Context: an optimization exercise on an open-source flow, tuned for small area and a short achievable clock period. The choices shown serve that exercise and are no tape-out recipe. In this exercise RTL edits were held to simulation tests only and were not proved equivalent to the original. Power and IR drop assume default switching activity.

**design/flow/flow/run.sh**
```bash
#!/bin/bash
set -euo pipefail
export BUFFER_PORTS_ARGS="-buffer_cell sky130_fd_sc_hd__buf_2"
export CTS_ARGS="-sink_clustering_enable -repair_clock_nets -dont_use_dummy_load -sink_clustering_size 30 -sink_clustering_max_diameter 80"
bash standard.sh > flow_make.log 2>&1
```
**design/flow/standard.sh**
```bash
#!/bin/bash
# synth_recipe.tcl (not shown) runs the flow's synth.tcl, then flattens the netlist and writes it again
# the make line also repeats each setting of config.mk as NAME=value (left out here)
make -C /OpenROAD-flow-scripts/flow DESIGN_CONFIG=/design/flow/config.mk WORK_HOME=/design/flow/orfs CLKGATE_MAP_FILE= SYNTH_SCRIPT=/design/flow/synth_recipe.tcl "${@:-finish}"
```
**design/flow/config.mk**
```make
export PLATFORM = sky130hd
export DESIGN_NAME = if_stage
export DESIGN_NICKNAME = if_stage
export VERILOG_FILES = /design/flow/design.v
export SDC_FILE = /design/flow/constraint.sdc
export NUM_CORES = 4
export LEC_CHECK = 0
export CAP_MARGIN = 20
export CORE_MARGIN = 2
export CORE_UTILIZATION = 55
export PLACE_DENSITY = 0.75
export SETUP_SLACK_MARGIN = 3.5
export SLEW_MARGIN = 20
```
**design/flow/constraint.sdc**
```tcl
create_clock -name core_clock -period 6.0 [get_ports {clk}]
set_input_delay 1.2000 -clock core_clock [delete_from_list [all_inputs] [get_ports {clk}]]
set_output_delay 1.2000 -clock core_clock [all_outputs]
set_load 0.01 [all_outputs]
```
**design/flow/design.v**
```verilog
module if_stage #(
    parameter int unsigned BTB_IDX_BITS = 4,
    parameter logic [31:0] RESET_PC     = 32'h0000_0000,
    parameter logic [31:0] NOP_INST     = 32'h0000_0013
) (
    input  logic        clk,
    input  logic        reset,
    input  logic        stall,
    input  logic        flush,
    input  logic [31:0] redirect_pc,
    input  logic        upd_valid,
    input  logic [31:0] upd_pc,
    input  logic        upd_taken,
    input  logic [31:0] upd_target,
    output logic [31:0] imem_addr,
    input  logic [31:0] imem_inst,
    output logic [31:0] if_id_inst,
    output logic [31:0] if_id_pc,
    output logic        if_id_valid,
    output logic        if_id_pred_taken,
    output logic [31:0] if_id_pred_target
);
    localparam int unsigned ENTRIES = 1 << BTB_IDX_BITS;
    localparam int unsigned TAG_W   = 30 - BTB_IDX_BITS;
    logic [31:0] pc_q;
    logic [31:0] inst_q;
    logic [31:0] id_pc_q;
    logic        valid_q;
    logic        pt_q;
    logic [31:0] ptgt_q;
    logic [ENTRIES-1:0]            btb_v_q;
    logic [ENTRIES-1:0][TAG_W-1:0] btb_tag_q;
    logic [ENTRIES-1:0][31:0]      btb_tgt_q;
    logic [ENTRIES-1:0][1:0]       btb_ctr_q;
    logic [BTB_IDX_BITS-1:0] idx, uidx;
    logic [ENTRIES-1:0]      lhit_e, uhit_e, usel;
    logic                    pred_taken;
    logic [31:0]             tgt_rd, pc_inc;
    logic                    unused_upd_lsb;
    assign unused_upd_lsb = ^upd_pc[1:0];
    assign idx  = pc_q[BTB_IDX_BITS+1:2];
    assign uidx = upd_pc[BTB_IDX_BITS+1:2];
    always_comb begin
        for (int e = 0; e < ENTRIES; e++) begin
            lhit_e[e] = btb_v_q[e] && btb_ctr_q[e][1] && (btb_tag_q[e] == pc_q[31:BTB_IDX_BITS+2]);
            uhit_e[e] = btb_v_q[e] && (btb_tag_q[e] == upd_pc[31:BTB_IDX_BITS+2]);
            usel[e]   = upd_valid && (uidx == e[BTB_IDX_BITS-1:0]);
        end
    end
    assign pred_taken = lhit_e[idx];
    assign tgt_rd     = btb_tgt_q[idx];
    assign pc_inc     = pc_q + 32'd4;
    logic        adv, clr;
    logic [31:0] pc_hold, ptgt_hold;
    logic [31:0] pc_tk, pc_nt, ptgt_tk, ptgt_nt;
    assign clr       = reset || flush;
    assign adv       = !clr && !stall;
    assign pc_hold   = reset ? RESET_PC : (flush ? redirect_pc : pc_q);
    assign ptgt_hold = clr ? 32'd0 : ptgt_q;
    assign pc_tk     = adv ? tgt_rd : pc_hold;
    assign pc_nt     = adv ? pc_inc : pc_hold;
    assign ptgt_tk   = adv ? tgt_rd : ptgt_hold;
    assign ptgt_nt   = adv ? pc_inc : ptgt_hold;
    always_ff @(posedge clk) begin
        pc_q    <= pred_taken ? pc_tk : pc_nt;
        ptgt_q  <= pred_taken ? ptgt_tk : ptgt_nt;
        pt_q    <= adv ? pred_taken : (!clr && pt_q);
        if (clr) begin
            inst_q  <= NOP_INST;
            id_pc_q <= 32'd0;
            valid_q <= 1'b0;
        end else if (!stall) begin
            inst_q  <= imem_inst;
            id_pc_q <= pc_q;
            valid_q <= 1'b1;
        end
    end
    always_ff @(posedge clk) begin
        for (int e = 0; e < ENTRIES; e++) begin
            if (reset)
                btb_v_q[e] <= 1'b0;
            else if (usel[e] && upd_taken)
                btb_v_q[e] <= 1'b1;
        end
    end
    always_ff @(posedge clk) begin
        for (int e = 0; e < ENTRIES; e++) begin
            if (usel[e] && upd_taken) begin
                btb_tag_q[e] <= upd_pc[31:BTB_IDX_BITS+2];
                btb_tgt_q[e] <= upd_target;
            end
            if (usel[e]) begin
                if (uhit_e[e]) begin
                    if (upd_taken) begin
                        if (btb_ctr_q[e] != 2'd3) btb_ctr_q[e] <= btb_ctr_q[e] + 2'd1;
                    end else begin
                        if (btb_ctr_q[e] != 2'd0) btb_ctr_q[e] <= btb_ctr_q[e] - 2'd1;
                    end
                end else if (upd_taken) begin
                    btb_ctr_q[e] <= 2'b10;
                end
            end
        end
    end
    assign imem_addr         = pc_q;
    assign if_id_inst        = inst_q;
    assign if_id_pc          = id_pc_q;
    assign if_id_valid       = valid_q;
    assign if_id_pred_taken  = pt_q;
    assign if_id_pred_target = ptgt_q;
endmodule
```
==> results of run 1 <==
worst max-delay path, stage by stage, from the launching register on:
cell	delay, ns
sky130_fd_sc_hd__dfxtp_4	0.40
sky130_fd_sc_hd__buf_6	0.15
sky130_fd_sc_hd__buf_8	0.14
sky130_fd_sc_hd__xor2_1	0.16
sky130_fd_sc_hd__nor4_1	0.27
sky130_fd_sc_hd__nand4_1	0.24
sky130_fd_sc_hd__o22ai_4	0.41
sky130_fd_sc_hd__o22ai_4	0.19
sky130_fd_sc_hd__a211oi_4	0.33
sky130_fd_sc_hd__buf_6	0.18
sky130_fd_sc_hd__buf_12	0.11
sky130_fd_sc_hd__buf_16	0.14
sky130_fd_sc_hd__buf_4	0.13
sky130_fd_sc_hd__o21ai_4	0.05
sky130_fd_sc_hd__o211ai_1	0.10
cell families after synthesis:
kind of cell,Yosys count
XOR/XNOR,892
flip-flops,1106
buffers and inverters,205
AND/OR/NAND/NOR,568
AO/OA/AOI/OAI,212
multiplexers,188
adder cells (fa/ha/maj),1
area by class of cell:
| cell class | instances | area [um2] |
|---|---|---|
| sequential | 1106 | 31880 |
| clock buffer | 47 | 1176 |
| antenna | 8 | 20.02 |
| timing repair buffer | 766 | 8292 |
| multi-input combinational | 1871 | 18360 |
| tap | 1165 | 1458 |
| inverter | 9 | 33.78 |
| fill | 5383 | 27290 |
flip-flops by register name, summed over array words and instances (netlist names):
signal     cells
btb_tgt_q    512
pc_q          32
inst_q        32
btb_v_q       16
pt_q           1
ptgt_q        32
btb_tag_q    416
id_pc_q       32
valid_q        1
btb_ctr_q     32
power by group through the flow:
stage | clock network, mW | logic, mW | registers (mW)
final | 3.70 | 2.71 | 8.60
after global routing | 3.90 | 2.75 | 8.61
after CTS | 3.67 | 2.48 | 8.59
after detailed placement | 0 | 1.60 | 8.95
after global placement | 0 | 1.57 | 8.94
after floorplan | 0 | 1.13 | 8.72
final timing paths:
path	start	endpoint	slack, ns	cells past startpoint
hold reg to reg	pt_q$_DFF_P_	pt_q$_DFF_P_	0.45	2
setup / recovery	pc_q[24]$_DFF_P_	pc_q[19]$_DFF_P_	2.85	14
hold / removal	pt_q$_DFF_P_	pt_q$_DFF_P_	0.45	2
setup reg to reg	pc_q[24]$_DFF_P_	pc_q[19]$_DFF_P_	2.85	14
synthesized netlist by cell type, types with 59 or more instances:
| library cell | n |
|---|---|
| sky130_fd_sc_hd__nor4_1 | 84 |
| sky130_fd_sc_hd__nand2_1 | 114 |
| sky130_fd_sc_hd__dfxtp_1 | 144 |
| sky130_fd_sc_hd__nand4_1 | 169 |
| sky130_fd_sc_hd__xnor2_1 | 606 |
| sky130_fd_sc_hd__edfxtp_1 | 962 |
| sky130_fd_sc_hd__nor2_1 | 60 |
| sky130_fd_sc_hd__clkbuf_1 | 63 |
| sky130_fd_sc_hd__o211ai_1 | 61 |
| sky130_fd_sc_hd__xor2_1 | 286 |
| sky130_fd_sc_hd__buf_2 | 73 |
| sky130_fd_sc_hd__nand3_1 | 59 |
| sky130_fd_sc_hd__mux4_2 | 160 |
routing by layer:
layer  wire [um]  track usage  vias up
li1            -            -    13166
met1       57450       0.4755    16648
met2       78430       0.5568     2984
met3       25490       0.1093      722
met4       13000       0.2288       16
met5          99            0        -
what timing repair did:
| item | 4_1_cts | 5_1_grt |
|---|---|---|
| cloned | 28 | 4 |
| buffers inserted | 286 | 73 |
| hold endpoints to repair | 0 | 0 |
| gates resized for setup | 640 | 160 |
| setup endpoints to repair | 1141 | 433 |
| pin swaps | 130 | 67 |
metrics by stage:
step	util	hold slack (ns)	cells	total power, mW	worst slack (ns)
after detailed placement	0.5897	0.4391	4525	10.55	1.707
after global placement	0.5897	0.4395	4525	10.51	1.763
after global routing	0.6916	0.4932	4967	15.26	2.907
after floorplan	-	0.4536	3172	9.851	2.567
after CTS	0.6732	0.4565	4886	14.73	3.127
final	0.6917	0.4524	4972	15.02	2.852
==> summary.md, run 1 <==
Final layout
- 0.3398 — fraction of layout instances using a drive strength above 1
- 3,936 — number of nets in the layout
- sky130_fd_sc_hd__edfxtp_1 — most common cell after layout, fill and taps aside
- sky130_fd_sc_hd__edfxtp_1 (962), sky130_fd_sc_hd__xnor2_1 (535), sky130_fd_sc_hd__xor2_1 (280) — leading cell types in the layout, fill and taps excluded
- 61,230 um2 — final design area excluding fillers
- 24.45% — area grow syn2layout

Logic synthesis
- 0.07960 — proportion of synthesized area in mux cells
- sky130_fd_sc_hd__edfxtp_1 — dominant synthesized flop cell
- 0.5872 — share of Yosys cell area claimed by the top area cell type
- 0.6458 — sequential-to-total area share from yosys stat
- 0.0002543 — arithmetic-cell share of the synthesized area counting full adders, half adders and majority gates
- sky130_fd_sc_hd__edfxtp_1 (59%), sky130_fd_sc_hd__xnor2_1 (11%), sky130_fd_sc_hd__mux4_2 (7.3%) — cell types occupying the most area after synthesis
- XOR/XNOR gates — dominant combinational cell family by area after synthesis
- 0.06236 — simple-gate share of the synthesized area
- 3,172 — cell count after synthesis
- 3,307 — synthesized net count
- 49 — count of distinct cell types in the synthesized netlist
- sky130_fd_sc_hd__edfxtp_1 — Yosys top cell by area
- 0.1588 — area share of xor/xnor cells in the synthesized design
- 15.51 um2 — Mean Syn Cell Area
- 49,200 um2 — netlist area before placement
- 1 — count of warnings emitted by yosys
- 0 — fraction of synthesis flops using an asynchronous set or reset pin
- 1,106 — Yosys reg bits
- 0.03044 — Synth Area in Compound Gates
- 962 — number of enable-type register cells in the synthesized netlist

Global routing
- 0 — total congestion overflow after global routing
- 0.3701 — GRT Util Overall
- 32,932 — number of global-route vias before repair
- 95 — pin count of the biggest net entering global routing
- 16 — number of antenna violations at the first check in global routing
- 238,600 um — global-route wire length before repair

Clocking
- 0.11 ns — clock transition at the registers of the reported paths
- 47 — number of CTS-inserted buffers
- sky130_fd_sc_hd__clkbuf_16 — cell at the root of the clock tree
- 0 — hold_buf cts
- done — CTS tree
- 2 — count of H-tree levels built during CTS
- 1,106 — number of sinks handled by clock tree synthesis
- 3 — buffer depth of the longest clock path
- 0.67 ns — insertion delay to the later sink of the worst-skew pair

STA
- 0 — final hold viol count
- 317.7 MHz — timing-limited maximum frequency
- 0.09525 ns — worst-case clock skew
- 0.9828 ns — Tightest Pin Transition
- 0.3448 — relative slew slack
- 0 — Max Transition Viols Final
- 3.148 ns — post-layout min period
- 0 ns — total negative slack for setup checks
- yes — setup repair after global routing missed its margin
- 0 — number of endpoints failing setup at the final stage
- 0.5246 — final clock period utilization by the worst path

Critical path
- flip-flop — crit start category
- 6.57 ns — required time at the endpoint of the critical path
- flip-flop — Crit. End Element
- 3.72 ns — CP Data Arrival Time
- 7 — Crit Path Max Fanout
- flip-flop to flip-flop — critical path class

Floorplanning
- 264 — number of primary I/O pins
- 109 — number of cell rows
- 303.1 um — Die X
- 303.1 um — Vert. Die Dim
- 88,510 um2 — area inside the core boundary
- 91,860 um2 — die area
- 0.5558 — Initial Utilization

Detailed routing
- 174,500 um — sum of routed wire length over all layers
- 6 — number of detailed-routing iterations run before antenna repair
- 35.09 um — post-DR wirelength/cell
- 6.745 — detail-routed via count per cell
- 0 — DRC
- 0 — residual antenna-violating net count after detailed routing
- 33,536 — via count
- 5,350 — Detailed Route Iter0 Violations

Power
- 11.14 mW — Int Pwr
- 0.2583 — fraction of power spent switching nets
- 245.3 nW/um2 — Pwr per Cell Area
- 0.181 — share of total power in combinational logic
- 0.247 — clock share of power
- 3.878 mW — power dissipated by switching net loads
- 317.1 uV — peak supply drop
- 0.573 — register share of total power
- 20.85 nW — leakage dissipation

Placed design
- 91,010 um — post-detailed-placement half-perimeter wirelength
- 261 — number of I/O port buffers
- 0.9254 — routability congestion estimate
- 52,190 um2 — Post-DP Area

Min path
- flip-flop to flip-flop — type of the tightest min-delay check

Flow run
- 0 — number of violations of the max-capacitance limit

Status
- finished clean — run status

==> inputs of run 2 (changes only) <==
--- a/design/flow/config.mk
+++ b/design/flow/config.mk
@@ -10,4 +10,4 @@
 export CORE_UTILIZATION = 55
-export PLACE_DENSITY = 0.75
 export SETUP_SLACK_MARGIN = 3.5
 export SLEW_MARGIN = 20
+export TNS_END_PERCENT = 30
==> run 2 against run 1 <==
  * Still clean
  * Sequential power is essentially flat
  * Cell count is 2.5% lower
  * First-iteration DRC count down 14%
  * Hold slack gained 0.015 ns
  * Global-route usage is 1.9 points higher
  * Non-clock buffer count decreased by 127
  * Largest power group unchanged
==> summary.md, run 2 <==
Status
- finished clean — run status

Clocking
- 50 — number of CTS-inserted buffers, +6.4%
- sky130_fd_sc_hd__clkbuf_16 — cell at the root of the clock tree
- 1,106 — number of sinks handled by clock tree synthesis, unchanged
- 0.11 ns — clock transition at the registers of the reported paths, about the same
- done — CTS tree
- 2 — count of H-tree levels built during CTS, unchanged
- 0 — hold_buf cts, unchanged
- 0.67 ns — insertion delay to the later sink of the worst-skew pair, about the same
- 3 — buffer depth of the longest clock path, unchanged

STA
- 0.3032 — relative slew slack, -0.04156
- 0.5112 — final clock period utilization by the worst path, -0.01344
- yes — setup repair after global routing missed its margin
- 0.04526 ns — worst-case clock skew, -0.04999 ns
- 2.933 ns — min setup slack post-route, +0.08063 ns
- 0 — number of endpoints failing setup at the final stage, unchanged
- 0 — Max Transition Viols Final, unchanged
- 0.4674 ns — minimum hold slack, +0.01493 ns
- 0 ns — total negative slack for setup checks, unchanged
- 1.045 ns — Tightest Pin Transition, +0.06234 ns
- 326.0 MHz — timing-limited maximum frequency, +2.6%
- 0 — final hold viol count, unchanged
- 3.067 ns — post-layout min period, -0.08063 ns

Logic synthesis
- sky130_fd_sc_hd__edfxtp_1 — dominant synthesized flop cell
- 0.6458 — sequential-to-total area share from yosys stat, unchanged
- sky130_fd_sc_hd__edfxtp_1 (962), sky130_fd_sc_hd__xnor2_1 (606), sky130_fd_sc_hd__xor2_1 (286) — leading post-synthesis cells by instance count
- sky130_fd_sc_hd__edfxtp_1 — Yosys top cell by area
- 49 — count of distinct cell types in the synthesized netlist, unchanged
- 1 — count of warnings emitted by yosys, unchanged
- 3,172 — cell count after synthesis, unchanged
- sky130_fd_sc_hd__edfxtp_1 — cell with the most instances after synthesis
- sky130_fd_sc_hd__edfxtp_1 (59%), sky130_fd_sc_hd__xnor2_1 (11%), sky130_fd_sc_hd__mux4_2 (7.3%) — cell types occupying the most area after synthesis
- 0.5872 — share of Yosys cell area claimed by the top area cell type, unchanged
- 15.51 um2 — Mean Syn Cell Area, unchanged
- 1,106 — Yosys reg bits, unchanged
- 962 — number of enable-type register cells in the synthesized netlist, unchanged
- 49,200 um2 — netlist area before placement, unchanged
- 0 — fraction of synthesis flops using an asynchronous set or reset pin, unchanged
- 3,307 — synthesized net count, unchanged

Final layout
- sky130_fd_sc_hd__edfxtp_1 — most common cell after layout, fill and taps aside
- btb_tgt_q x512, btb_tag_q x416 — largest registers
- sky130_fd_sc_hd__edfxtp_1 (962), sky130_fd_sc_hd__xnor2_1 (571), sky130_fd_sc_hd__xor2_1 (285) — leading cell types in the layout, fill and taps excluded
- 59,310 um2 — final design area excluding fillers, -3.1%
- btb_tgt_q — register ranked first by flip-flop count
- 512 — number of flip-flops in the largest register, unchanged
- 0.2996 — fraction of layout instances using a drive strength above 1, -0.04021
- 3,815 — number of nets in the layout, -3.1%
- 20.54% — area grow syn2layout

Critical path
- pc_q[21]$_DFF_P_ — Critical R2R Launch
- 3.60 ns — CP Data Arrival Time, -0.12 ns
- 10 — R2R depth, -4
- 6.54 ns — required time at the endpoint of the critical path, -0.03 ns
- 17 — Crit Path Max Fanout, +10
- flip-flop to flip-flop — critical path class
- pc_q[21]$_DFF_P_ — startpoint of the most critical setup path
- pc_q[21]$_DFF_P_ — worst setup path end
- pc_q[21]$_DFF_P_ — critical register-to-register path endpoint
- 2.93 ns — Reg2Reg Setup Slack, +0.08 ns
- flip-flop — crit start category
- flip-flop — Crit. End Element

Power
- 14.99 mW — total power consumption of the routed design, -0.19%
- 0.573 — register share of total power, about the same
- 3.898 mW — power dissipated by switching net loads, +0.52%
- 0.2601 — fraction of power spent switching nets, +0.001816
- 0.172 — share of total power in combinational logic, -0.009
- 19.96 nW — leakage dissipation, -4.3%
- 11.09 mW — Int Pwr, -0.43%
- 0.255 — clock share of power, +0.008
- 252.7 nW/um2 — Pwr per Cell Area, +3.0%
- 246.9 uV — peak supply drop, -22%

Placed design
- 96,990 um — post-detailed-placement half-perimeter wirelength, +6.6%
- 1.712 ns — dpl ws, +0.004920 ns
- 52,380 um2 — Post-DP Area, +0.35%
- 0.8832 — routability congestion estimate, -4.6%
- 261 — number of I/O port buffers, unchanged

Floorplanning
- 303.1 um — Die X, unchanged
- 303.1 um — Vert. Die Dim, unchanged
- 109 — number of cell rows, unchanged
- 264 — number of primary I/O pins, unchanged
- 88,510 um2 — area inside the core boundary, unchanged
- 0.5558 — Initial Utilization, unchanged
- 91,860 um2 — die area, unchanged

Min path
- 1 — worst hold path depth, -1
- flip-flop to flip-flop — type of the tightest min-delay check

Detailed routing
- 4,578 — Detailed Route Iter0 Violations, -14%
- 6.674 — detail-routed via count per cell, -1.1%
- 181,500 um — sum of routed wire length over all layers, +4.0%
- 37.43 um — post-DR wirelength/cell, +6.7%
- 5 — number of detailed-routing iterations run before antenna repair, -1
- 0 — residual antenna-violating net count after detailed routing, unchanged
- 32,360 — via count, -3.5%
- 0 — DRC, unchanged

Global routing
- 12 — number of antenna violations at the first check in global routing, -4
- 0 — total congestion overflow after global routing, unchanged
- 66 — pin count of the biggest net entering global routing, -31%
- 244,500 um — global-route wire length before repair, +2.5%
- 0.3889 — GRT Util Overall, +0.01882
- 31,277 — number of global-route vias before repair, -5.0%

Flow run
- 0 — number of violations of the max-capacitance limit, unchanged

run 2: per-stage QoR:
stage,instances,util
global placement,4538,0.5917
floorplan,3172,-
CTS,4781,0.6560
global route,4846,0.6700
finish,4849,0.6700
detailed placement,4538,0.5917
run 2: layer usage:
metal  vias up  part of all wire  global-route usage
met3       594              0.11             0.08722
li1      12943                 -                   -
met4        15             0.069              0.2098
met5         -           0.00077                   0
met1     16627              0.36              0.5089
met2      2181              0.46              0.6097
run 2: layout make-up:
cell class                 count  area [um2]
sequential                  1106       31870
fill                        6190       29210
multi-input combinational   1874       17780
timing repair buffer         639        6889
tap                         1165        1458
clock buffer                  50        1251
inverter                       9       41.29
antenna                        6       15.01
run 2: worst min path at each step:
stage | slack (ns) | endpoint | from
floorplan | 0.45 | btb_v_q[8]$_SDFFE_PP0P_ | btb_v_q[8]$_SDFFE_PP0P_
global placement | 0.44 | id_pc_q[5]$_SDFFE_PP0N_ | id_pc_q[5]$_SDFFE_PP0N_
detailed placement | 0.44 | inst_q[1]$_SDFFE_PP1N_ | inst_q[1]$_SDFFE_PP1N_
CTS | 0.47 | inst_q[1]$_SDFFE_PP1N_ | inst_q[1]$_SDFFE_PP1N_
global route | 0.48 | valid_q$_SDFFE_PP0N_ | valid_q$_SDFFE_PP0N_
finish | 0.47 | inst_q[1]$_SDFFE_PP1N_ | inst_q[1]$_SDFFE_PP1N_
run 2: logic make-up after synthesis:
group,count (synthesis),share of synthesized area
compound gates,212,0.03044
xor+xnor,892,0.1588
fa+ha+maj,1,0.0002543
buf+inv,205,0.02279
flops,1106,0.6458
mux,188,0.07960
simple gates,568,0.06236
run 2: power by group through the flow:
stage / Combinational, mW / Sequential (mW) / Clock (mW)
after CTS: 2.37 / 8.58 / 3.83
after detailed placement: 1.82 / 8.81 / 0
final: 2.58 / 8.58 / 3.83
after floorplan: 1.13 / 8.72 / 0
after global routing: 2.63 / 8.59 / 4.08
after global placement: 1.81 / 8.81 / 0
run 2: timing repair:
action,4_1_cts,5_1_grt
setup endpoints to repair,981,447
cloned,38,9
resized for setup,441,134
setup buffers,155,53
hold endpoints to repair,0,0
pin swaps,70,51
run 2: critical path, cell delays in order, from the launching register on:
cell	delay, ns
sky130_fd_sc_hd__dfxtp_2	0.45
sky130_fd_sc_hd__buf_12	0.26
sky130_fd_sc_hd__xor2_1	0.25
sky130_fd_sc_hd__nor4_2	0.09
sky130_fd_sc_hd__nand4_1	0.20
sky130_fd_sc_hd__o22ai_4	0.13
sky130_fd_sc_hd__o22ai_4	0.32
sky130_fd_sc_hd__nand2_2	0.11
sky130_fd_sc_hd__a2111o_2	0.62
sky130_fd_sc_hd__buf_12	0.21
sky130_fd_sc_hd__o211ai_1	0.28
==> inputs of run 3 (changes only) <==
--- a/design/flow/config.mk
+++ b/design/flow/config.mk
@@ -10,4 +10,4 @@
 export CORE_UTILIZATION = 55
+export GPL_ROUTABILITY_DRIVEN = 0
 export SETUP_SLACK_MARGIN = 3.5
 export SLEW_MARGIN = 20
-export TNS_END_PERCENT = 30
==> run 3 against run 2 <==
  * Routed wire length decreased by 2.3%
  * Global-route usage shrank 0.96 points
  * Largest power group unchanged
  * Area after synthesis did not move
  * Still clean
  * Final area is 0.50% higher
  * Critical path depth up 3
  * Total power is 0.26% lower
  * Via count down 0.13%
  * Die area unchanged
  * Sequential power is essentially flat
  * Critical path type unchanged
  * Cell count increased by 0.82%
  * Sequential cell count stayed put
==> summary.md, run 3 <==
Logic synthesis
- 0.6458 — sequential-to-total area share from yosys stat, unchanged
- 0 — fraction of synthesis flops using an asynchronous set or reset pin, unchanged
- 1 — count of warnings emitted by yosys, unchanged
- 0.5872 — share of Yosys cell area claimed by the top area cell type, unchanged
- 3,172 — cell count after synthesis, unchanged
- sky130_fd_sc_hd__edfxtp_1 — Yosys top cell by area
- sky130_fd_sc_hd__edfxtp_1 — dominant synthesized flop cell
- 49 — count of distinct cell types in the synthesized netlist, unchanged
- 49,200 um2 — netlist area before placement, unchanged
- sky130_fd_sc_hd__edfxtp_1 (59%), sky130_fd_sc_hd__xnor2_1 (11%), sky130_fd_sc_hd__mux4_2 (7.3%) — cell types occupying the most area after synthesis
- 962 — number of enable-type register cells in the synthesized netlist, unchanged
- 15.51 um2 — Mean Syn Cell Area, unchanged
- sky130_fd_sc_hd__edfxtp_1 — cell with the most instances after synthesis
- sky130_fd_sc_hd__edfxtp_1 (962), sky130_fd_sc_hd__xnor2_1 (606), sky130_fd_sc_hd__xor2_1 (286) — leading post-synthesis cells by instance count
- 1,106 — Yosys reg bits, unchanged
- 3,307 — synthesized net count, unchanged

STA
- 0 — Max Transition Viols Final, unchanged
- 3.015 ns — min setup slack post-route, +0.08221 ns
- 2.985 ns — post-layout min period, -0.08221 ns
- 335.0 MHz — timing-limited maximum frequency, +2.8%
- 0.4975 — final clock period utilization by the worst path, -0.01370
- 0.07046 ns — worst-case clock skew, +0.02519 ns
- yes — setup repair after global routing missed its margin
- 0 — number of endpoints failing setup at the final stage, unchanged
- 0 ns — total negative slack for setup checks, unchanged
- 0.3639 — relative slew slack, +0.06069
- 0.9541 ns — Tightest Pin Transition, -0.09103 ns
- 0 — final hold viol count, unchanged

Clocking
- 3 — buffer depth of the longest clock path, unchanged
- 0.11 ns — clock transition at the registers of the reported paths, about the same
- done — CTS tree
- 0.68 ns — insertion delay to the later sink of the worst-skew pair, about the same
- 0 — hold_buf cts, unchanged
- sky130_fd_sc_hd__clkbuf_16 — cell at the root of the clock tree
- 1,106 — number of sinks handled by clock tree synthesis, unchanged
- 50 — number of CTS-inserted buffers, unchanged
- 2 — count of H-tree levels built during CTS, unchanged

Critical path
- 8 — Crit Path Max Fanout, -9
- 0.38 ns — longest individual stage delay on the worst path, -0.24 ns
- pc_q[21]$_DFF_P_ — startpoint of the most critical setup path
- ptgt_q[24]$_DFF_P_ — critical register-to-register path endpoint
- buf_4 -> buf_4 -> xor2_1 -> nor4_1 -> nand4_1 -> nor3_4 -> o22ai_4 -> a211oi_4 -> buf_6 -> buf_12 -> buf_16 -> o21ai_1 -> o211ai_1 — cell chain of the critical path
- flip-flop — crit start category
- 3.59 ns — CP Data Arrival Time, about the same
- 6.60 ns — required time at the endpoint of the critical path, +0.06 ns
- ptgt_q[24]$_DFF_P_ — worst setup path end
- 3.02 ns — Reg2Reg Setup Slack, +0.08 ns
- sky130_fd_sc_hd__buf_4 — cell type with the highest occurrence count on the critical path
- flip-flop — Crit. End Element
- pc_q[21]$_DFF_P_ — Critical R2R Launch
- 13 — R2R depth, +3
- flip-flop to flip-flop — critical path class
- sky130_fd_sc_hd__dfxtp_4 — critical path's slowest cell

Placed design
- 97,210 um — post-detailed-placement half-perimeter wirelength, +0.23%
- 1.624 ns — dpl ws, -0.08811 ns
- 261 — number of I/O port buffers, unchanged
- 52,380 um2 — Post-DP Area, unchanged
- 4,533 — total instance count after detailed placement, -0.11%

Detailed routing
- 0 — DRC, unchanged
- 82,730 um — detailed-routed wire length on met2, -0.26%
- 17,470 um — detailed-routed wire length on met3, -14%
- 4,406 — Detailed Route Iter0 Violations, -3.8%
- 177,200 um — sum of routed wire length over all layers, -2.3%
- 0 — residual antenna-violating net count after detailed routing, unchanged
- 36.25 um — post-DR wirelength/cell, -3.1%
- 65,870 um — Met1 Wirelength, +0.73%
- met5 — top routing layer in use
- 5 — number of detailed-routing iterations run before antenna repair, unchanged
- 32,318 — via count, -0.13%
- 6.610 — detail-routed via count per cell, -0.95%

Floorplanning
- 264 — number of primary I/O pins, unchanged
- 88,510 um2 — area inside the core boundary, unchanged
- 303.1 um — Die X, unchanged
- 91,860 um2 — die area, unchanged
- 303.1 um — Vert. Die Dim, unchanged
- 109 — number of cell rows, unchanged
- 0.5558 — Initial Utilization, unchanged

Global routing
- 0.3793 — GRT Util Overall, -0.009602
- 240,500 um — global-route wire length before repair, -1.6%
- 0 — total congestion overflow after global routing, unchanged
- 60 — pin count of the biggest net entering global routing, -9.1%
- 31,239 — number of global-route vias before repair, -0.12%
- 12 — number of antenna violations at the first check in global routing, unchanged

Final layout
- 3,853 — number of nets in the layout, +1.0%
- btb_tgt_q x512, btb_tag_q x416 — largest registers
- 0.3097 — fraction of layout instances using a drive strength above 1, +0.01012
- 4,889 — count of non-filler cells in the finished layout, +0.82%
- sky130_fd_sc_hd__edfxtp_1 — most common cell after layout, fill and taps aside
- btb_tgt_q — register ranked first by flip-flop count
- 59,600 um2 — final design area excluding fillers, +0.50%
- sky130_fd_sc_hd__edfxtp_1 (962), sky130_fd_sc_hd__xnor2_1 (554), sky130_fd_sc_hd__xor2_1 (283) — leading cell types in the layout, fill and taps excluded
- 512 — number of flip-flops in the largest register, unchanged
- 21.15% — area grow syn2layout

Flow run
- 0 — number of violations of the max-capacitance limit, unchanged

Power
- 250.8 nW/um2 — Pwr per Cell Area, -0.76%
- 302.0 uV — peak supply drop, +22%
- 20.16 nW — leakage dissipation, +0.99%
- 14.95 mW — total power consumption of the routed design, -0.26%

Min path
- flip-flop to flip-flop — type of the tightest min-delay check
- 2 — worst hold path depth, +1

Status
- finished clean — run status

==> run 3: cell count changes in the layout (fill, tap and decap cells not counted), sizes merged <==
cell / delta
buf: +47
bufbuf: -7
clkbuf: -4
diode: +2
and3: +1
clkinvlp: -1
inv: +1
nor2: +1
==> run 3: cell type report <==
class                      instances  area [um2]
clock buffer                      50        1251
fill                            6219       28910
timing repair buffer             675        7106
tap                             1165        1458
sequential                      1106       31880
inverter                           9       37.54
antenna                            8       20.02
multi-input combinational       1876       17850
==> run 3: how the worst min path moves through the flow <==
stage | slack, ns | end | start
floorplan | 0.45 | btb_v_q[8]$_SDFFE_PP0P_ | btb_v_q[8]$_SDFFE_PP0P_
global placement | 0.44 | inst_q[4]$_SDFFE_PP1N_ | inst_q[4]$_SDFFE_PP1N_
detailed placement | 0.45 | pt_q$_DFF_P_ | pt_q$_DFF_P_
CTS | 0.47 | pt_q$_DFF_P_ | pt_q$_DFF_P_
global route | 0.48 | inst_q[10]$_SDFFE_PP0N_ | inst_q[10]$_SDFFE_PP0N_
finish | 0.47 | pt_q$_DFF_P_ | pt_q$_DFF_P_
==> run 3: cell families after synthesis <==
kind of cell	share of synthesized area
AOI/OAI and AO/OA	0.03044
xor gates and xnor gates	0.1588
and+or+nand+nor	0.06236
muxes	0.07960
DFF	0.6458
adders and majority gates	0.0002543
buffers and inverters	0.02279
==> run 3: metrics by stage <==
step                      hold WS [ns]  utilization
after detailed placement        0.4515       0.5917
after CTS                       0.4670       0.6630
after global routing            0.4827       0.6732
after global placement          0.4394       0.5917
final                           0.4665       0.6734
after floorplan                 0.4536            -
==> run 3: layer usage <==
layer / up-vias / GRT usage
met2: 2170 / 0.5960
met4: 8 / 0.1934
met3: 531 / 0.06917
met1: 16595 / 0.5108
met5: - / 0
li1: 13014 / -
==> run 3: where the power goes <==
group | internal (mW) | switching, mW
Sequential | 8.46 | 0.137
Combinational | 1.13 | 1.38
Clock | 1.49 | 2.35
==> run 3: what timing repair did <==
item                                     CTS  global route
cloned                                    32             8
setup buffers                            224            34
resized for setup                        546            88
pin swaps                                 80            19
endpoints found under the setup margin  1030           381
==> run 3: worst max-delay path, delay by kind of cell (launching register included) <==
kind / cells / cell delay (ns)
buf+inv: 5 / 0.83
simple gates: 3 / 0.87
compound gates: 4 / 0.64
xor+xnor: 1 / 0.17
flops: 1 / 0.38
==> inputs of run 4 (changes only) <==
--- a/design/flow/config.mk
+++ b/design/flow/config.mk
@@ -10,4 +10,3 @@
 export CORE_UTILIZATION = 55
-export GPL_ROUTABILITY_DRIVEN = 0
-export SETUP_SLACK_MARGIN = 3.5
+export SETUP_SLACK_MARGIN = 3.2
 export SLEW_MARGIN = 20
==> run 4 against run 3 <==
  * Hold slack got worse by 0.013 ns
  * Via count decreased by 2.7%
  * Critical path depth fell by 1
  * Still clean
  * Final area fell by 2.0%
  * Largest cell class unchanged
  * Largest power group unchanged
  * Sequential power about the same
  * Sequential share of layout area grew 1.1 points
  * Highest routed layer unchanged
  * First-iteration DRC count down 8.0%
  * Clock-buffer cell count is the same
==> summary.md, run 4 <==
Global routing
- 232,900 um — global-route wire length before repair, -3.2%
- 95 — pin count of the biggest net entering global routing, +58%
- 10 — number of antenna violations at the first check in global routing, -2
- 30,690 — number of global-route vias before repair, -1.8%
- 0 — total congestion overflow after global routing, unchanged
- 0.3668 — GRT Util Overall, -0.01253

Logic synthesis
- sky130_fd_sc_hd__edfxtp_1 (962), sky130_fd_sc_hd__xnor2_1 (606), sky130_fd_sc_hd__xor2_1 (286) — leading post-synthesis cells by instance count
- 3,172 — cell count after synthesis, unchanged
- 0.6458 — sequential-to-total area share from yosys stat, unchanged
- 0 — fraction of synthesis flops using an asynchronous set or reset pin, unchanged
- 1,106 — Yosys reg bits, unchanged
- sky130_fd_sc_hd__edfxtp_1 — dominant synthesized flop cell
- sky130_fd_sc_hd__edfxtp_1 — cell with the most instances after synthesis
- 1 — count of warnings emitted by yosys, unchanged
- sky130_fd_sc_hd__edfxtp_1 — Yosys top cell by area
- 962 — number of enable-type register cells in the synthesized netlist, unchanged
- sky130_fd_sc_hd__edfxtp_1 (59%), sky130_fd_sc_hd__xnor2_1 (11%), sky130_fd_sc_hd__mux4_2 (7.3%) — cell types occupying the most area after synthesis
- 15.51 um2 — Mean Syn Cell Area, unchanged
- 49 — count of distinct cell types in the synthesized netlist, unchanged
- 3,307 — synthesized net count, unchanged
- 0.5872 — share of Yosys cell area claimed by the top area cell type, unchanged
- 49,200 um2 — netlist area before placement, unchanged

Critical path
- flip-flop — crit start category
- 3.59 ns — CP Data Arrival Time, about the same
- flip-flop to flip-flop — critical path class
- pc_q[17]$_DFF_P_ — startpoint of the most critical setup path
- 12 — R2R depth, -1
- pc_q[7]$_DFF_P_ — critical register-to-register path endpoint
- sky130_fd_sc_hd__buf_12 — cell type with the highest occurrence count on the critical path
- buf_8 -> xnor2_2 -> nand4b_1 -> or4_4 -> nor3_4 -> o22ai_4 -> a211oi_4 -> buf_4 -> buf_12 -> buf_12 -> o21ai_4 -> o211ai_1 — cell chain of the critical path
- 4 — combined buffer and inverter count along the critical path, -1
- pc_q[17]$_DFF_P_ — Critical R2R Launch
- sky130_fd_sc_hd__or4_4 — critical path's slowest cell
- 6 — Crit Path Max Fanout, -2
- simple AND/OR/NAND/NOR gates — Top Family by Delay on Critical Path
- 2.95 ns — Reg2Reg Setup Slack, -0.07 ns
- flip-flop — Crit. End Element
- 0.57 ns — longest individual stage delay on the worst path, +0.19 ns
- 6.54 ns — required time at the endpoint of the critical path, -0.06 ns

Final layout
- 58,430 um2 — final design area excluding fillers, -2.0%
- 512 — number of flip-flops in the largest register, unchanged
- 0.2900 — fraction of layout instances using a drive strength above 1, -0.01975
- sky130_fd_sc_hd__edfxtp_1 (962), sky130_fd_sc_hd__xnor2_1 (590), sky130_fd_sc_hd__xor2_1 (281) — leading cell types in the layout, fill and taps excluded
- 18.77% — area grow syn2layout
- sky130_fd_sc_hd__edfxtp_1 — most common cell after layout, fill and taps aside
- btb_tgt_q — register ranked first by flip-flop count
- 3,813 — number of nets in the layout, -1.0%
- btb_tgt_q x512, btb_tag_q x416 — largest registers

Floorplanning
- 303.1 um — Vert. Die Dim, unchanged
- 91,860 um2 — die area, unchanged
- 0.5558 — Initial Utilization, unchanged
- 109 — number of cell rows, unchanged
- 264 — number of primary I/O pins, unchanged
- 303.1 um — Die X, unchanged
- 88,510 um2 — area inside the core boundary, unchanged

Clocking
- 3 — buffer depth of the longest clock path, unchanged
- 0.11 ns — clock transition at the registers of the reported paths, about the same
- 50 — number of CTS-inserted buffers, unchanged
- sky130_fd_sc_hd__clkbuf_16 — cell at the root of the clock tree
- done — CTS tree
- 2 — count of H-tree levels built during CTS, unchanged
- 0.67 ns — insertion delay to the later sink of the worst-skew pair, about the same
- 0 — hold_buf cts, unchanged
- 1,106 — number of sinks handled by clock tree synthesis, unchanged

STA
- 0 ns — total negative slack for setup checks, unchanged
- 0 — number of endpoints failing setup at the final stage, unchanged
- 0 — Max Transition Viols Final, unchanged
- 0.2474 — relative slew slack, -0.1166
- 0.5090 — final clock period utilization by the worst path, +0.01154
- 0 — final hold viol count, unchanged
- 1.128 ns — Tightest Pin Transition, +0.1736 ns
- 3.054 ns — post-layout min period, +0.06924 ns
- yes — setup repair after global routing missed its margin
- 0.06742 ns — worst-case clock skew, -0.003030 ns
- 327.4 MHz — timing-limited maximum frequency, -2.3%

Placed design
- 52,470 um2 — Post-DP Area, +0.17%
- 261 — number of I/O port buffers, unchanged
- 0.9075 — routability congestion estimate
- 99,240 um — post-detailed-placement half-perimeter wirelength, +2.1%

Min path
- pt_q$_DFF_P_ — launch instance of the worst min-delay path
- 2 — worst hold path depth, unchanged
- pt_q$_DFF_P_ — Min-Delay Endpoint
- flip-flop to flip-flop — type of the tightest min-delay check

Detailed routing
- 6.490 — detail-routed via count per cell, -1.8%
- 0 — residual antenna-violating net count after detailed routing, unchanged
- 4,055 — Detailed Route Iter0 Violations, -8.0%
- 170,200 um — sum of routed wire length over all layers, -4.0%
- 5 — number of detailed-routing iterations run before antenna repair, unchanged
- 31,450 — via count, -2.7%
- 35.11 um — post-DR wirelength/cell, -3.1%
- 0 — DRC, unchanged

Power
- 253.3 nW/um2 — Pwr per Cell Area, +1.0%
- 19.54 nW — leakage dissipation, -3.1%
- 278.4 uV — peak supply drop, -7.8%

Flow run
- 0 — number of violations of the max-capacitance limit, unchanged

Status
- finished clean — run status

==> run 4: how the worst max path moves through the flow <==
stage                                              to  slack [ns]  depth (start not counted)
final                                 pc_q[7]$_DFF_P_        2.95                         12
after global routing                  pc_q[7]$_DFF_P_        2.94                         13
after CTS                            pc_q[26]$_DFF_P_        3.05                         13
after detailed placement  btb_ctr_q[30]$_SDFFCE_PN0P_        1.73                          8
after global placement    btb_ctr_q[30]$_SDFFCE_PN0P_        1.81                          8
after floorplan            btb_ctr_q[4]$_SDFFCE_PN0P_        2.57                          8
==> run 4: kinds of logic (layout without fill, tap and decap cells) <==
kind of cell | count (synthesis) | in the layout | share of synthesized area
xor+xnor | 892 | 892 | 0.1588
buf+inv | 205 | 704 | 0.02279
compound gates | 212 | 213 | 0.03044
simple gates | 568 | 572 | 0.06236
other cells | 0 | 5 | 0
flops | 1106 | 1106 | 0.6458
mux | 188 | 188 | 0.07960
fa+ha+maj | 1 | 1 | 0.0002543
==> run 4: area by class of cell <==
cell class	count	area, um2
Clock buffer	50	1251
Tap cell	1165	1458
Inverter	9	33.78
Fill cell	6302	30080
Multi-Input combinational cell	1866	17500
Sequential cell	1106	31880
Antenna cell	5	12.51
Timing Repair Buffer	645	6300
==> run 4: power breakdown <==
group | switching [mW] | internal, mW
Combinational | 1.33 | 1.04
Clock | 2.34 | 1.49
Sequential | 0.134 | 8.46
Total | 3.80 | 11.0
==> run 4: worst reg2reg max path, cell delays in order (launching register included) <==
cell                       delay (ns)
sky130_fd_sc_hd__dfxtp_4         0.52
sky130_fd_sc_hd__buf_8           0.19
sky130_fd_sc_hd__xnor2_2         0.11
sky130_fd_sc_hd__nand4b_1        0.13
sky130_fd_sc_hd__or4_4           0.57
sky130_fd_sc_hd__nor3_4          0.31
sky130_fd_sc_hd__o22ai_4         0.17
sky130_fd_sc_hd__a211oi_4        0.29
sky130_fd_sc_hd__buf_4           0.17
sky130_fd_sc_hd__buf_12          0.12
sky130_fd_sc_hd__buf_12          0.17
sky130_fd_sc_hd__o21ai_4         0.08
sky130_fd_sc_hd__o211ai_1        0.11
==> run 4: layer usage <==
metal	wire length [um]	global-route usage	up-vias	part of all wire
li1	-	-	12904	-
met1	63890	0.4843	16371	0.38
met2	81170	0.5996	1746	0.48
met3	15730	0.06323	419	0.092
met4	9312	0.1654	10	0.055
met5	62	0	-	0.00036
==> run 4: what timing repair did <==
item / in CTS / in global routing
buffers inserted: 149 / 65
setup endpoints to repair: 442 / 186
cloned: 16 / 3
resized for setup: 361 / 142
pin swaps: 47 / 46
==> run 4: through the flow <==
stage | hold slack (ns) | std cells | power (mW) | util | setup slack [ns]
3_5_place_dp | 0.4396 | 4557 | 10.62 | 0.5928 | 1.733
2_1_floorplan | 0.4536 | 3172 | 9.851 | - | 2.567
5_1_grt | 0.4826 | 4844 | 15.15 | 0.6601 | 2.935
4_1_cts | 0.4555 | 4772 | 14.70 | 0.6451 | 3.045
6_report | 0.4532 | 4846 | 14.80 | 0.6602 | 2.946
3_3_place_gp | 0.4354 | 4556 | 10.61 | 0.5924 | 1.815
==> inputs of run 5 (changes only) <==
--- a/design/flow/config.mk
+++ b/design/flow/config.mk
@@ -10,3 +10,3 @@
 export CORE_UTILIZATION = 55
-export SETUP_SLACK_MARGIN = 3.2
+export SETUP_SLACK_MARGIN = 3.1
 export SLEW_MARGIN = 20
==> run 5 against run 4 <==
  * Critical path depth up 1
  * Die area unchanged
  * Total power down 0.52%
  * Maximum frequency about the same
  * Still clean on timing, DRC and antenna
  * Core utilization down 1.2 points
  * Non-clock buffer count down 53
  * Worst setup slack better by 0.0027 ns
  * Sequential cell count unchanged
  * Critical endpoint is now pc_q[4]$_DFF_P_
  * Combinational power down 4%
  * Largest cell class unchanged
  * Register-to-register slack about the same
==> summary.md, run 5 <==
Detailed routing
- 0 — residual antenna-violating net count after detailed routing, unchanged
- 0 — DRC, unchanged
- 34.71 um — post-DR wirelength/cell, -1.2%
- 3,985 — Detailed Route Iter0 Violations, -1.7%
- 6 — number of detailed-routing iterations run before antenna repair, +1
- 31,402 — via count, -0.15%
- 6.545 — detail-routed via count per cell, +0.85%
- 166,500 um — sum of routed wire length over all layers, -2.1%

Power
- 10.97 mW — Int Pwr, -0.25%
- 0.262 — clock share of power, +0.003
- 0.154 — share of total power in combinational logic, -0.006
- 0.584 — register share of total power, +0.003
- 3.755 mW — power dissipated by switching net loads, -1.3%
- 0.2550 — fraction of power spent switching nets, -0.001968
- 232.6 uV — peak supply drop, -16%
- 19.01 nW — leakage dissipation, -2.7%
- 256.6 nW/um2 — Pwr per Cell Area, +1.3%
- 14.73 mW — total power consumption of the routed design, -0.52%

Logic synthesis
- 962 — number of enable-type register cells in the synthesized netlist, unchanged
- 0.6458 — sequential-to-total area share from yosys stat, unchanged
- 15.51 um2 — Mean Syn Cell Area, unchanged
- XOR/XNOR gates — dominant combinational cell family by area after synthesis
- 0.5872 — share of Yosys cell area claimed by the top area cell type, unchanged
- 0.06236 — simple-gate share of the synthesized area, unchanged
- sky130_fd_sc_hd__edfxtp_1 — cell with the most instances after synthesis
- 3,172 — cell count after synthesis, unchanged
- 0.07960 — proportion of synthesized area in mux cells, unchanged
- 1,106 — Yosys reg bits, unchanged
- sky130_fd_sc_hd__edfxtp_1 (59%), sky130_fd_sc_hd__xnor2_1 (11%), sky130_fd_sc_hd__mux4_2 (7.3%) — cell types occupying the most area after synthesis
- sky130_fd_sc_hd__edfxtp_1 (962), sky130_fd_sc_hd__xnor2_1 (606), sky130_fd_sc_hd__xor2_1 (286) — leading post-synthesis cells by instance count
- 0.1588 — area share of xor/xnor cells in the synthesized design, unchanged
- sky130_fd_sc_hd__edfxtp_1 — Yosys top cell by area
- 0 — fraction of synthesis flops using an asynchronous set or reset pin, unchanged
- 49,200 um2 — netlist area before placement, unchanged
- 1 — count of warnings emitted by yosys, unchanged
- 49 — count of distinct cell types in the synthesized netlist, unchanged
- 0.0002543 — arithmetic-cell share of the synthesized area counting full adders, half adders and majority gates, unchanged
- 0.03044 — Synth Area in Compound Gates, unchanged
- 3,307 — synthesized net count, unchanged
- sky130_fd_sc_hd__edfxtp_1 — dominant synthesized flop cell

Placed design
- 261 — number of I/O port buffers, unchanged
- 0.9192 — routability congestion estimate, +1.3%
- 52,570 um2 — Post-DP Area, +0.20%
- 98,330 um — post-detailed-placement half-perimeter wirelength, -0.92%

Global routing
- 228,600 um — global-route wire length before repair, -1.8%
- 0.3592 — GRT Util Overall, -0.007645
- 30,052 — number of global-route vias before repair, -2.1%
- 10 — number of antenna violations at the first check in global routing, unchanged
- 98 — pin count of the biggest net entering global routing, +3.2%
- 0 — total congestion overflow after global routing, unchanged

Final layout
- 6,381 — number of fillers in the final layout, +1.3%
- 57,400 um2 — final design area excluding fillers, -1.8%
- btb_tgt_q x512, btb_tag_q x416 — largest registers
- btb_tgt_q — register ranked first by flip-flop count
- 3,767 — number of nets in the layout, -1.2%
- sky130_fd_sc_hd__edfxtp_1 (962), sky130_fd_sc_hd__xnor2_1 (601), sky130_fd_sc_hd__xor2_1 (281) — leading cell types in the layout, fill and taps excluded
- 0.2711 — fraction of layout instances using a drive strength above 1, -0.01891
- sky130_fd_sc_hd__edfxtp_1 — most common cell after layout, fill and taps aside
- 0.6485 — fin util, -0.01163
- 16.68% — area grow syn2layout
- 512 — number of flip-flops in the largest register, unchanged

Clocking
- sky130_fd_sc_hd__clkbuf_16 — cell at the root of the clock tree
- 2 — count of H-tree levels built during CTS, unchanged
- 3 — buffer depth of the longest clock path, unchanged
- 51 — number of CTS-inserted buffers, +2.0%
- 0 — hold_buf cts, unchanged
- 0.67 ns — insertion delay to the later sink of the worst-skew pair, about the same
- 1,106 — number of sinks handled by clock tree synthesis, unchanged
- done — CTS tree
- 0.10 ns — clock transition at the registers of the reported paths, about the same

STA
- 0.3989 — relative slew slack, +0.1515
- 0.5086 — final clock period utilization by the worst path, about the same
- 0 ns — total negative slack for setup checks, unchanged
- 327.7 MHz — timing-limited maximum frequency, about the same
- yes — setup repair after global routing missed its margin
- 0 — Max Transition Viols Final, unchanged
- 0 — number of endpoints failing setup at the final stage, unchanged
- 0 — final hold viol count, unchanged
- 0.4673 ns — minimum hold slack, +0.01416 ns
- 0.05098 ns — worst-case clock skew, -0.01644 ns
- 0.9007 ns — Tightest Pin Transition, -0.2271 ns
- 3.051 ns — post-layout min period, -0.002710 ns

Min path
- flip-flop to flip-flop — type of the tightest min-delay check
- 2 — worst hold path depth, unchanged

Status
- finished clean — run status

Critical path
- 2.95 ns — Reg2Reg Setup Slack, about the same
- 3.58 ns — CP Data Arrival Time, about the same
- 13 — R2R depth, +1
- pc_q[4]$_DFF_P_ — critical register-to-register path endpoint
- flip-flop — crit start category
- flip-flop — Crit. End Element
- pc_q[4]$_DFF_P_ — worst setup path end
- 6.53 ns — required time at the endpoint of the critical path, about the same
- flip-flop to flip-flop — critical path class
- 7 — Crit Path Max Fanout, +1
- pc_q[24]$_DFF_P_ — startpoint of the most critical setup path
- pc_q[24]$_DFF_P_ — Critical R2R Launch

Floorplanning
- 264 — number of primary I/O pins, unchanged
- 303.1 um — Vert. Die Dim, unchanged
- 303.1 um — Die X, unchanged
- 91,860 um2 — die area, unchanged
- 109 — number of cell rows, unchanged
- 88,510 um2 — area inside the core boundary, unchanged
- 0.5558 — Initial Utilization, unchanged

Flow run
- 0 — number of violations of the max-capacitance limit, unchanged

==> run 5: cell counts after synthesis <==
No cell type changed its count.
==> run 5: cell families after synthesis <==
logic type | count (synthesis)
multiplexers | 188
buffers and inverters | 205
adder cells (fa/ha/maj) | 1
XOR/XNOR | 892
AND/OR/NAND/NOR | 568
AO/OA/AOI/OAI | 212
flip-flops | 1106
==> run 5: power groups by stage <==
stage	Combinational [mW]	Sequential, mW	Clock (mW)
final	2.27	8.61	3.85
after global placement	1.72	8.90	0
after global routing	2.34	8.61	4.11
after CTS	2.18	8.60	3.89
after floorplan	1.13	8.72	0
after detailed placement	1.73	8.90	0
==> run 5: per-stage QoR <==
| stage | instances | setup slack, ns |
|---|---|---|
| final | 4798 | 2.949 |
| after detailed placement | 4553 | 1.585 |
| after global placement | 4551 | 1.642 |
| after floorplan | 3172 | 2.566 |
| after global routing | 4797 | 2.974 |
| after CTS | 4758 | 3.002 |
==> run 5: per-layer routing <==
metal | vias up | track usage | share of wire
li1 | 12819 | - | -
met1 | 16331 | 0.4945 | 0.38
met2 | 1872 | 0.5821 | 0.48
met3 | 370 | 0.05005 | 0.095
met4 | 10 | 0.1450 | 0.048
met5 | - | 0 | 0.00040
==> run 5: final cells by class <==
type,count,area (um2),share of cell area
clock buffer,51,1276,0.02223
sequential,1106,31880,0.5554
antenna,3,7.507,0.0001308
inverter,9,40.04,0.0006975
multi-input combinational,1872,17220,0.3000
tap,1165,1458,0.02539
timing repair buffer,592,5519,0.09615
==> run 5: worst min-delay path by stage <==
stage | startpoint | end | slack, ns
after global placement | id_pc_q[1]$_SDFFE_PP0N_ | id_pc_q[1]$_SDFFE_PP0N_ | 0.44
final | id_pc_q[4]$_SDFFE_PP0N_ | id_pc_q[4]$_SDFFE_PP0N_ | 0.47
after floorplan | btb_v_q[8]$_SDFFE_PP0P_ | btb_v_q[8]$_SDFFE_PP0P_ | 0.45
after detailed placement | id_pc_q[4]$_SDFFE_PP0N_ | id_pc_q[4]$_SDFFE_PP0N_ | 0.44
after CTS | pt_q$_DFF_P_ | pt_q$_DFF_P_ | 0.46
after global routing | pt_q$_DFF_P_ | pt_q$_DFF_P_ | 0.48
==> run 5: timing repair <==
action | 4_1_cts | 5_1_grt
gates resized for setup | 262 | 105
endpoints found under the setup margin | 685 | 149
cloned | 15 | 2
pin swaps | 55 | 55
buffers inserted | 139 | 35
==> run 5: critical path, cell delays in order (launching register included) <==
cell and delay (ns):
sky130_fd_sc_hd__dfxtp_4 0.48, sky130_fd_sc_hd__buf_16 0.19, sky130_fd_sc_hd__buf_4 0.22, sky130_fd_sc_hd__xnor2_1 0.11
sky130_fd_sc_hd__nand4_1 0.09, sky130_fd_sc_hd__nor4_1 0.05, sky130_fd_sc_hd__a22oi_1 0.30, sky130_fd_sc_hd__a2bb2oi_4 0.11
sky130_fd_sc_hd__buf_12 0.16, sky130_fd_sc_hd__buf_6 0.12, sky130_fd_sc_hd__a2111o_2 0.44, sky130_fd_sc_hd__buf_12 0.17
sky130_fd_sc_hd__buf_6 0.13, sky130_fd_sc_hd__o211ai_1 0.33
==> inputs of run 6 (changes only) <==
==> design/flow/flow/run.sh (replaced) <==
#!/bin/bash
set -euo pipefail
export BUFFER_PORTS_ARGS="-buffer_cell sky130_fd_sc_hd__buf_2"
export CTS_ARGS="-sink_clustering_enable -repair_clock_nets -dont_use_dummy_load -sink_clustering_size 30 -sink_clustering_max_diameter 80"
bash standard.sh MATCH_CELL_FOOTPRINT=0 finish > flow_make.log 2>&1
--- a/design/flow/config.mk
+++ b/design/flow/config.mk
@@ -10,3 +10,3 @@
 export CORE_UTILIZATION = 55
-export SETUP_SLACK_MARGIN = 3.1
+export SETUP_SLACK_MARGIN = 3.5
 export SLEW_MARGIN = 20
==> run 6 against run 5 <==
  * Routed wire length rose by 9.2%
  * Total power is 2.6% higher
  * Global-route usage is 2.4 points higher
  * Largest power group unchanged
  * Highest routed layer unchanged
==> summary.md, run 6 <==
Final layout
- 0.3334 — fraction of layout instances using a drive strength above 1, +0.06235
- 3,919 — number of nets in the layout, +4.0%
- btb_tgt_q — register ranked first by flip-flop count
- 0.6885 — fin util, +0.03995
- 23.86% — area grow syn2layout
- btb_tgt_q x512, btb_tag_q x416 — largest registers
- 512 — number of flip-flops in the largest register, unchanged
- sky130_fd_sc_hd__edfxtp_1 — most common cell after layout, fill and taps aside
- sky130_fd_sc_hd__edfxtp_1 (962), sky130_fd_sc_hd__xnor2_1 (534), sky130_fd_sc_hd__xor2_1 (277) — leading cell types in the layout, fill and taps excluded

Placed design
- 96,090 um — post-detailed-placement half-perimeter wirelength, -2.3%
- 261 — number of I/O port buffers, unchanged
- 0.9375 — routability congestion estimate, +2.0%
- 1.730 ns — dpl ws, +0.1458 ns

STA
- 0.3313 — relative slew slack, -0.06763
- 0 ns — total negative slack for setup checks, unchanged
- 3.025 ns — post-layout min period, -0.02680 ns
- 330.6 MHz — timing-limited maximum frequency, +0.89%
- 0 — Max Transition Viols Final, unchanged
- 0 — number of endpoints failing setup at the final stage, unchanged
- 1.003 ns — Tightest Pin Transition, +0.1024 ns
- 2.975 ns — min setup slack post-route, +0.02680 ns
- 0.04864 ns — worst-case clock skew, -0.002342 ns
- yes — setup repair after global routing missed its margin
- 0.5041 — final clock period utilization by the worst path, -0.004467
- 0 — final hold viol count, unchanged

Detailed routing
- 4,515 — Detailed Route Iter0 Violations, +13%
- 5 — number of detailed-routing iterations run before antenna repair, -1
- 181,800 um — sum of routed wire length over all layers, +9.2%
- 32,774 — via count, +4.4%
- 0 — residual antenna-violating net count after detailed routing, unchanged
- 36.67 um — post-DR wirelength/cell, +5.7%
- 0 — DRC, unchanged
- 6.612 — detail-routed via count per cell, +1.0%

Floorplanning
- 88,510 um2 — area inside the core boundary, unchanged
- 0.5558 — Initial Utilization, unchanged
- 109 — number of cell rows, unchanged
- 91,860 um2 — die area, unchanged
- 303.1 um — Die X, unchanged
- 303.1 um — Vert. Die Dim, unchanged
- 264 — number of primary I/O pins, unchanged

Critical path
- 0.51 ns — longest individual stage delay on the worst path, +0.03 ns
- flip-flop to flip-flop — critical path class
- flip-flop — crit start category
- 3.58 ns — CP Data Arrival Time, about the same
- sky130_fd_sc_hd__a2111o_2 — critical path's slowest cell
- buf_12 -> buf_8 -> buf_4 -> buf_4 -> xnor2_1 -> nand4_1 -> nor4_1 -> a32oi_1 -> a2bb2oi_4 -> a2111o_2 -> buf_12 -> buf_12 -> clkbuf_16 -> o211ai_1 — cell chain of the critical path
- 6.55 ns — required time at the endpoint of the critical path, +0.02 ns
- 8 — Crit Path Max Fanout, +1
- 7 — combined buffer and inverter count along the critical path, +1
- flip-flop — Crit. End Element
- sky130_fd_sc_hd__buf_12 — cell type with the highest occurrence count on the critical path
- compound AO/OA/AOI/OAI gates — Top Family by Delay on Critical Path

Logic synthesis
- 0.5872 — share of Yosys cell area claimed by the top area cell type, unchanged
- 1,106 — Yosys reg bits, unchanged
- XOR/XNOR gates — dominant combinational cell family by area after synthesis
- sky130_fd_sc_hd__edfxtp_1 (59%), sky130_fd_sc_hd__xnor2_1 (11%), sky130_fd_sc_hd__mux4_2 (7.3%) — cell types occupying the most area after synthesis
- 3,172 — cell count after synthesis, unchanged
- 0.1588 — area share of xor/xnor cells in the synthesized design, unchanged
- 49,200 um2 — netlist area before placement, unchanged
- sky130_fd_sc_hd__edfxtp_1 — Yosys top cell by area
- 0 — fraction of synthesis flops using an asynchronous set or reset pin, unchanged
- sky130_fd_sc_hd__edfxtp_1 — dominant synthesized flop cell
- 0.6458 — sequential-to-total area share from yosys stat, unchanged
- 0.03044 — Synth Area in Compound Gates, unchanged
- 0.06236 — simple-gate share of the synthesized area, unchanged
- 0.0002543 — arithmetic-cell share of the synthesized area counting full adders, half adders and majority gates, unchanged
- sky130_fd_sc_hd__edfxtp_1 — cell with the most instances after synthesis
- 49 — count of distinct cell types in the synthesized netlist, unchanged
- 15.51 um2 — Mean Syn Cell Area, unchanged
- 962 — number of enable-type register cells in the synthesized netlist, unchanged
- 3,307 — synthesized net count, unchanged
- sky130_fd_sc_hd__edfxtp_1 (962), sky130_fd_sc_hd__xnor2_1 (606), sky130_fd_sc_hd__xor2_1 (286) — leading post-synthesis cells by instance count
- 1 — count of warnings emitted by yosys, unchanged
- 0.07960 — proportion of synthesized area in mux cells, unchanged

Global routing
- 0.3831 — GRT Util Overall, +0.02388
- 31,363 — number of global-route vias before repair, +4.4%
- 0 — total congestion overflow after global routing, unchanged
- 9 — number of antenna violations at the first check in global routing, -1
- 241,500 um — global-route wire length before repair, +5.6%
- 60 — pin count of the biggest net entering global routing, -39%

Clocking
- 0.67 ns — insertion delay to the later sink of the worst-skew pair, about the same
- 3 — buffer depth of the longest clock path, unchanged
- 2 — count of H-tree levels built during CTS, unchanged
- sky130_fd_sc_hd__clkbuf_16 — cell at the root of the clock tree
- 0.12 ns — clock transition at the registers of the reported paths, +0.02 ns
- done — CTS tree
- 0 — hold_buf cts, unchanged
- 1,106 — number of sinks handled by clock tree synthesis, unchanged
- 50 — number of CTS-inserted buffers, -2.0%

Power
- 20.71 nW — leakage dissipation, +8.9%
- 241.1 uV — peak supply drop, +3.7%
- 247.9 nW/um2 — Pwr per Cell Area, -3.4%

Min path
- flip-flop to flip-flop — type of the tightest min-delay check

Status
- finished clean — run status

Flow run
- 0 — number of violations of the max-capacitance limit, unchanged

## run 6: cell counts after synthesis
Identical to the previous run, type by type.
## run 6: worst register-to-register path: stages, from the launching register on
cell and delay (ns):
sky130_fd_sc_hd__dfxtp_4 0.38, sky130_fd_sc_hd__buf_12 0.15, sky130_fd_sc_hd__buf_8 0.14, sky130_fd_sc_hd__buf_4 0.16, sky130_fd_sc_hd__buf_4 0.17, sky130_fd_sc_hd__xnor2_1 0.12, sky130_fd_sc_hd__nand4_1 0.09, sky130_fd_sc_hd__nor4_1 0.06
sky130_fd_sc_hd__a32oi_1 0.35, sky130_fd_sc_hd__a2bb2oi_4 0.13, sky130_fd_sc_hd__a2111o_2 0.51, sky130_fd_sc_hd__buf_12 0.17, sky130_fd_sc_hd__buf_12 0.14, sky130_fd_sc_hd__clkbuf_16 0.16, sky130_fd_sc_hd__o211ai_1 0.18
## run 6: area by class of cell
cell class / instances / area (um2)
inverters: 9 / 37.54
multi-input cells: 1871 / 18170
well taps: 1165 / 1458
flip-flops and latches: 1106 / 31890
clock buffers: 50 / 1251
repair buffers: 746 / 8105
diodes: 10 / 25.02
fillers: 5970 / 27570
## run 6: power breakdown
| group | total [mW] | internal, mW | leakage, nW | switching (mW) |
|---|---|---|---|---|
| Clock | 3.84 | 1.49 | 0.616 | 2.35 |
| Sequential | 8.60 | 8.46 | 9.92 | 0.131 |
| Combinational | 2.67 | 1.22 | 10.2 | 1.45 |
| Total | 15.1 | 11.2 | 20.7 | 3.93 |
## run 6: final timing paths
kind | end | cells after the start | startpoint | slack (ns)
worst max-delay path | pc_q[30]$_DFF_P_ | 14 | pc_q[18]$_DFF_P_ | 2.98
worst min-delay path | pt_q$_DFF_P_ | 2 | pt_q$_DFF_P_ | 0.47
worst max register to register | pc_q[30]$_DFF_P_ | 14 | pc_q[18]$_DFF_P_ | 2.98
worst min register to register | pt_q$_DFF_P_ | 2 | pt_q$_DFF_P_ | 0.47
## run 6: through the flow
step	std cells	total power [mW]	instance area, um2	hold WS, ns
floorplan	3172	9.852	49530	0.4536
global placement	4543	10.61	52500	0.4391
detailed placement	4543	10.63	52500	0.4464
CTS	4843	14.88	58890	0.4695
global route	4947	15.42	60910	0.4777
finish	4957	15.11	60940	0.4667
## run 6: metal layers
metal | global-route usage | part of all wire
met4 | 0.1992 | 0.071
met3 | 0.07590 | 0.11
met2 | 0.6005 | 0.46
met1 | 0.5113 | 0.36
met5 | 0 | 0.00046
## run 6: kinds of logic after synthesis
group / after synthesis
muxes: 188
xor gates and xnor gates: 892
DFF: 1106
buffers and inverters: 205
AOI/OAI and AO/OA: 212
adders and majority gates: 1
and+or+nand+nor: 568
## run 6: what timing repair did
action                     in CTS  in global routing
cloned                         33                 12
setup endpoints to repair     795                250
gates resized for setup       552                153
pin swaps                     141                 74
setup buffers                 217                 92

## re-timing with driven ports
How much do the figures lean on ideal ports? The routed layouts below were timed once more, with nothing changed but the port constraints. Step 1 (the two cells are an assumption about what drives the block):
set clk [get_ports {clk}]
set_driving_cell -lib_cell sky130_fd_sc_hd__clkbuf_16 $clk
set_driving_cell -lib_cell sky130_fd_sc_hd__buf_2 [delete_from_list [all_inputs] $clk]
Step 2 adds t to the input delays and takes it off the output delays; t is the mean of the earliest and latest rising clock arrival at the registers after step 1. Input paths then give back, and output paths get back, about the clock's delay inside the block. Slacks: ideal ports / drivers / drivers and shift; pairs: ideal ports / drivers.
run | shift t [ns] | slack for setup (ns) | worst setup path after step 2 | latest minus earliest clock arrival (ns) | worst data-port slew with drivers (ns)
run 1 | 0.694 | 2.852 / 2.852 / 2.498 | input to register | 0.096 / 0.095 | 0.24
run 2 | 0.717 | 2.933 / 2.933 / 2.427 | input to register | 0.046 / 0.046 | 0.30
run 3 | 0.718 | 3.015 / 3.015 / 2.547 | input to register | 0.073 / 0.073 | 0.27
run 4 | 0.708 | 2.946 / 2.946 / 2.420 | input to register | 0.080 / 0.080 | 0.13
run 5 | 0.714 | 2.949 / 2.949 / 2.380 | input to register | 0.051 / 0.051 | 0.13
run 6 | 0.726 | 2.975 / 2.975 / 2.362 | input to register | 0.050 / 0.049 | 0.30
After both steps every run listed still meets setup and hold. For run 6, which loses most, drivers alone change the setup slack by 0.000 ns; drivers and shift together by -0.613 ns.
